Context: an optimization exercise on an open-source flow, tuned for small area and a short achievable clock period. The choices shown serve that exercise and are no tape-out recipe.
At most, simulation tests tie the RTL to the original design; equivalence was not proved.
No activity file was given, so power comes from the tool's default toggle rates.

==> module cam_pixel_packer, before the edit <==
module cam_pixel_packer #(
  parameter logic [31:0] BASE_ADDR   = 32'h0000_1000,
  parameter int          FRAME_BYTES = 4096,
  parameter int          BURST_LEN   = 16,
  parameter int          FIFO_DEPTH  = 64
) (
  input  logic        ACLK,
  input  logic        ARESET,
  input  logic        pix_valid,
  input  logic [7:0]  pix_data,
  input  logic        pix_sof,
  output logic        req_valid,
  input  logic        req_ready,
  output logic [31:0] req_addr,
  output logic [7:0]  req_len,
  output logic        dat_valid,
  input  logic        dat_ready,
  output logic [31:0] dat_data,
  output logic        dat_last,
  output logic        overflow,
  output logic        sync_err,
  output logic        frame_done
);
  logic [1:0]  phase_q;
  logic [23:0] part_q;
  logic [9:0]  fwords_q;
  logic [6:0]  count_q;
  logic [5:0]  wr_ptr_q;
  logic [63:0] we_q;         
  logic [7:0]  wbyte_q;
  logic [63:0] rsel_q;       
  logic [1:0]  blk_q;        
  logic [3:0]  bhi_q;        
  logic [31:0] head_q;
  logic        last_q;
  logic        dv_idle_q;    
  logic        req_valid_q, dat_valid_q, overflow_q, sync_err_q, frame_done_q;
  logic [31:0] mem_q [64];
  logic pv_sof, pv_dat, push, pop, full, drop, push_ok, sof_err, enter, last_pop, advance;
  logic [31:0] rd_word;
  assign pv_sof   = pix_valid & pix_sof;
  assign pv_dat   = pix_valid & ~pix_sof;
  assign push     = pv_dat & (phase_q == 2'd3);
  assign pop      = dat_valid_q & dat_ready;
  assign full     = count_q[6];
  assign drop     = push & full & ~pop;
  assign push_ok  = push & ~drop;
  assign sof_err  = pv_sof & ((phase_q != 2'd0) | (fwords_q != 10'd0));
  assign enter    = req_valid_q & req_ready;
  assign last_pop = pop & last_q;
  assign advance  = enter | (pop & ~last_q);
  always_ff @(posedge ACLK) begin
    for (int i = 0; i < 64; i++)
      if (we_q[i]) mem_q[i] <= {wbyte_q, part_q};
  end
  always_comb begin
    rd_word = '0;
    for (int i = 0; i < 64; i++)
      rd_word = rd_word | (mem_q[i] & {32{rsel_q[i]}});
  end
  always_ff @(posedge ACLK) begin
    head_q <= (head_q  & {32{dat_valid_q & ~dat_ready}})
            | (rd_word & {32{dv_idle_q   |  dat_ready}});
    if (pix_valid && (pix_sof || phase_q == 2'd0)) part_q[7:0] <= pix_data;
    if (pv_dat && phase_q == 2'd1) part_q[15:8]  <= pix_data;
    if (pv_dat && phase_q == 2'd2) part_q[23:16] <= pix_data;
    if (push) wbyte_q <= pix_data;
    for (int i = 0; i < 64; i++) we_q[i] <= push_ok && (wr_ptr_q == 6'(i));
  end
  always_ff @(posedge ACLK or posedge ARESET) begin
    if (ARESET) begin
      phase_q      <= 2'd0;
      fwords_q     <= '0;
      count_q      <= '0;
      wr_ptr_q     <= '0;
      rsel_q       <= 64'd1;
      blk_q        <= 2'd0;
      bhi_q        <= '0;
      last_q       <= 1'b0;
      req_valid_q  <= 1'b0;
      dat_valid_q  <= 1'b0;
      dv_idle_q    <= 1'b1;
      overflow_q   <= 1'b0;
      sync_err_q   <= 1'b0;
      frame_done_q <= 1'b0;
    end else begin
      if (pv_sof) begin
        phase_q  <= 2'd1;
        fwords_q <= '0;
      end else if (pix_valid) begin
        phase_q  <= phase_q + 2'd1;
        if (push) fwords_q <= fwords_q + 10'd1;
      end
      if (push_ok && !pop)      count_q <= count_q + 7'd1;
      else if (!push_ok && pop) count_q <= count_q - 7'd1;
      if (push_ok) wr_ptr_q <= wr_ptr_q + 6'd1;
      if (drop)    overflow_q <= 1'b1;
      if (sof_err) sync_err_q <= 1'b1;
      frame_done_q <= last_pop & (blk_q == 2'd0) & (bhi_q == 4'hF);
      if (advance) begin
        rsel_q <= {rsel_q[62:0], rsel_q[63]};
        if (rsel_q[15] || rsel_q[31] || rsel_q[47] || rsel_q[63]) blk_q <= blk_q + 2'd1;
      end
      if (last_pop && blk_q == 2'd0) bhi_q <= bhi_q + 4'd1;
      if (enter) last_q <= 1'b0;
      else if (pop) last_q <= rsel_q[15] | rsel_q[31] | rsel_q[47] | rsel_q[63];
      if (!req_valid_q && !dat_valid_q && count_q[6:4] != 3'd0) req_valid_q <= 1'b1;
      else if (enter) req_valid_q <= 1'b0;
      if (enter) begin
        dat_valid_q <= 1'b1;
        dv_idle_q   <= 1'b0;
      end else if (last_pop) begin
        dat_valid_q <= 1'b0;
        dv_idle_q   <= 1'b1;
      end
    end
  end
  assign req_valid  = req_valid_q;
  assign req_addr   = BASE_ADDR + {20'd0, bhi_q, blk_q, 6'd0};
  assign req_len    = 8'(BURST_LEN - 1);
  assign dat_valid  = dat_valid_q;
  assign dat_data   = head_q;
  assign dat_last   = last_q;
  assign overflow   = overflow_q;
  assign sync_err   = sync_err_q;
  assign frame_done = frame_done_q;
endmodule
Settings: LEC_CHECK=0, ABC_CLOCK_PERIOD_IN_PS=2500, CAP_MARGIN=20, CORE_MARGIN=2, CORE_UTILIZATION=55, CTS_BUF_LIST=sky130_fd_sc_hd__clkbuf_16, CTS_CLUSTER_DIAMETER=90, CTS_CLUSTER_SIZE=28, SETUP_SLACK_MARGIN=3.2, SLEW_MARGIN=20; clock period 5.5 ns.
run.sh (not shown) runs the stock make flow with config.mk's settings and CLKGATE_MAP_FILE= SYNTH_SCRIPT=/design/flow/synth_recipe.tcl, a recipe that flattens the netlist after the stock synthesis.
Change:
--- a/flow/design.v
+++ b/flow/design.v
@@ -27,9 +27,10 @@
   logic [6:0]  count_q;
   logic [5:0]  wr_ptr_q;
   logic [63:0] we_q;         
   logic [7:0]  wbyte_q;
-  logic [63:0] rsel_q;       
+  logic [15:0] bsel_q;       
+  logic [3:0]  ksel_q;       
   logic [1:0]  blk_q;        
   logic [3:0]  bhi_q;        
   logic [31:0] head_q;
   logic        last_q;
@@ -37,8 +38,10 @@
   logic        req_valid_q, dat_valid_q, overflow_q, sync_err_q, frame_done_q;
   logic [31:0] mem_q [64];
   logic pv_sof, pv_dat, push, pop, full, drop, push_ok, sof_err, enter, last_pop, advance;
   logic [31:0] rd_word;
+  logic [6:0]  cnt_inc, cnt_dec;
+  logic        cnt_up, cnt_dn;
   assign pv_sof   = pix_valid & pix_sof;
   assign pv_dat   = pix_valid & ~pix_sof;
   assign push     = pv_dat & (phase_q == 2'd3);
   assign pop      = dat_valid_q & dat_ready;
@@ -48,16 +51,20 @@
   assign sof_err  = pv_sof & ((phase_q != 2'd0) | (fwords_q != 10'd0));
   assign enter    = req_valid_q & req_ready;
   assign last_pop = pop & last_q;
   assign advance  = enter | (pop & ~last_q);
+  assign cnt_inc  = count_q + 7'd1;
+  assign cnt_dec  = count_q - 7'd1;
+  assign cnt_up   = push_ok & ~pop;
+  assign cnt_dn   = pop & ~push_ok;
   always_ff @(posedge ACLK) begin
     for (int i = 0; i < 64; i++)
       if (we_q[i]) mem_q[i] <= {wbyte_q, part_q};
   end
   always_comb begin
     rd_word = '0;
     for (int i = 0; i < 64; i++)
-      rd_word = rd_word | (mem_q[i] & {32{rsel_q[i]}});
+      rd_word = rd_word | (mem_q[i] & {32{ksel_q[i / 16] & bsel_q[i % 16]}});
   end
   always_ff @(posedge ACLK) begin
     head_q <= (head_q  & {32{dat_valid_q & ~dat_ready}})
             | (rd_word & {32{dv_idle_q   |  dat_ready}});
@@ -72,9 +79,10 @@
       phase_q      <= 2'd0;
       fwords_q     <= '0;
       count_q      <= '0;
       wr_ptr_q     <= '0;
-      rsel_q       <= 64'd1;
+      bsel_q       <= 16'd1;
+      ksel_q       <= 4'd1;
       blk_q        <= 2'd0;
       bhi_q        <= '0;
       last_q       <= 1'b0;
       req_valid_q  <= 1'b0;
@@ -90,21 +98,24 @@
       end else if (pix_valid) begin
         phase_q  <= phase_q + 2'd1;
         if (push) fwords_q <= fwords_q + 10'd1;
       end
-      if (push_ok && !pop)      count_q <= count_q + 7'd1;
-      else if (!push_ok && pop) count_q <= count_q - 7'd1;
+      count_q <= ({7{cnt_up}} & cnt_inc) | ({7{cnt_dn}} & cnt_dec)
+               | ({7{~cnt_up & ~cnt_dn}} & count_q);
       if (push_ok) wr_ptr_q <= wr_ptr_q + 6'd1;
       if (drop)    overflow_q <= 1'b1;
       if (sof_err) sync_err_q <= 1'b1;
       frame_done_q <= last_pop & (blk_q == 2'd0) & (bhi_q == 4'hF);
       if (advance) begin
-        rsel_q <= {rsel_q[62:0], rsel_q[63]};
-        if (rsel_q[15] || rsel_q[31] || rsel_q[47] || rsel_q[63]) blk_q <= blk_q + 2'd1;
+        bsel_q <= {bsel_q[14:0], bsel_q[15]};
+        if (bsel_q[15]) begin
+          ksel_q <= {ksel_q[2:0], ksel_q[3]};
+          blk_q  <= blk_q + 2'd1;
+        end
       end
       if (last_pop && blk_q == 2'd0) bhi_q <= bhi_q + 4'd1;
       if (enter) last_q <= 1'b0;
-      else if (pop) last_q <= rsel_q[15] | rsel_q[31] | rsel_q[47] | rsel_q[63];
+      else if (pop) last_q <= bsel_q[15];
       if (!req_valid_q && !dat_valid_q && count_q[6:4] != 3'd0) req_valid_q <= 1'b1;
       else if (enter) req_valid_q <= 1'b0;
       if (enter) begin
         dat_valid_q <= 1'b1;
Effect:
- The changed run went through all stages and came out clean
- clock skew came out lower by 0.011 ns
- clock power drops by 3.3%
- design area is higher by 1.7%
- register-to-register slack loses 0.03 ns
- setup slack got worse by 0.019 ns
- die area went down by 1.7%
- hold slack is better by 0.058 ns
- utilization rose by 2.0 points
- wire length is lower by 3.4%
- non-clock buffer count is higher by 62
- cell count climbs by 4.9%
- critical path depth shrinks by 6
For the second run of this note, only the layout was checked, not whether the RTL still works.

## afterwards: timing with drivers on the ports
Ports are ideal in the flow. The routed layouts listed here were re-timed in OpenROAD.
Step 1 (the two cells are an assumption about what drives the block):
set clk [get_ports {ACLK}]
set_driving_cell -lib_cell sky130_fd_sc_hd__clkbuf_16 $clk
set_driving_cell -lib_cell sky130_fd_sc_hd__buf_2 [delete_from_list [all_inputs] $clk]
Step 2, shift: input delay + t, output delay - t, t = (earliest + latest rising clock arrival at the registers) / 2. This alone moves slack from input paths to output paths.
Three values: ideal ports, drivers, drivers and shift; two values: the first two.
run	shift t [ns]	setup WS [ns]	hold WS [ns]
the first run	0.849	3.059 / 2.987 / 2.259	0.458 / 0.458 / 0.458
the second run	0.844	3.040 / 2.958 / 2.578	0.515 / 0.515 / 0.515
After both steps every run listed still meets setup and hold. The setup slack of the first run, which loses most, moves by -0.072 ns with the drivers and by -0.800 ns with both steps.
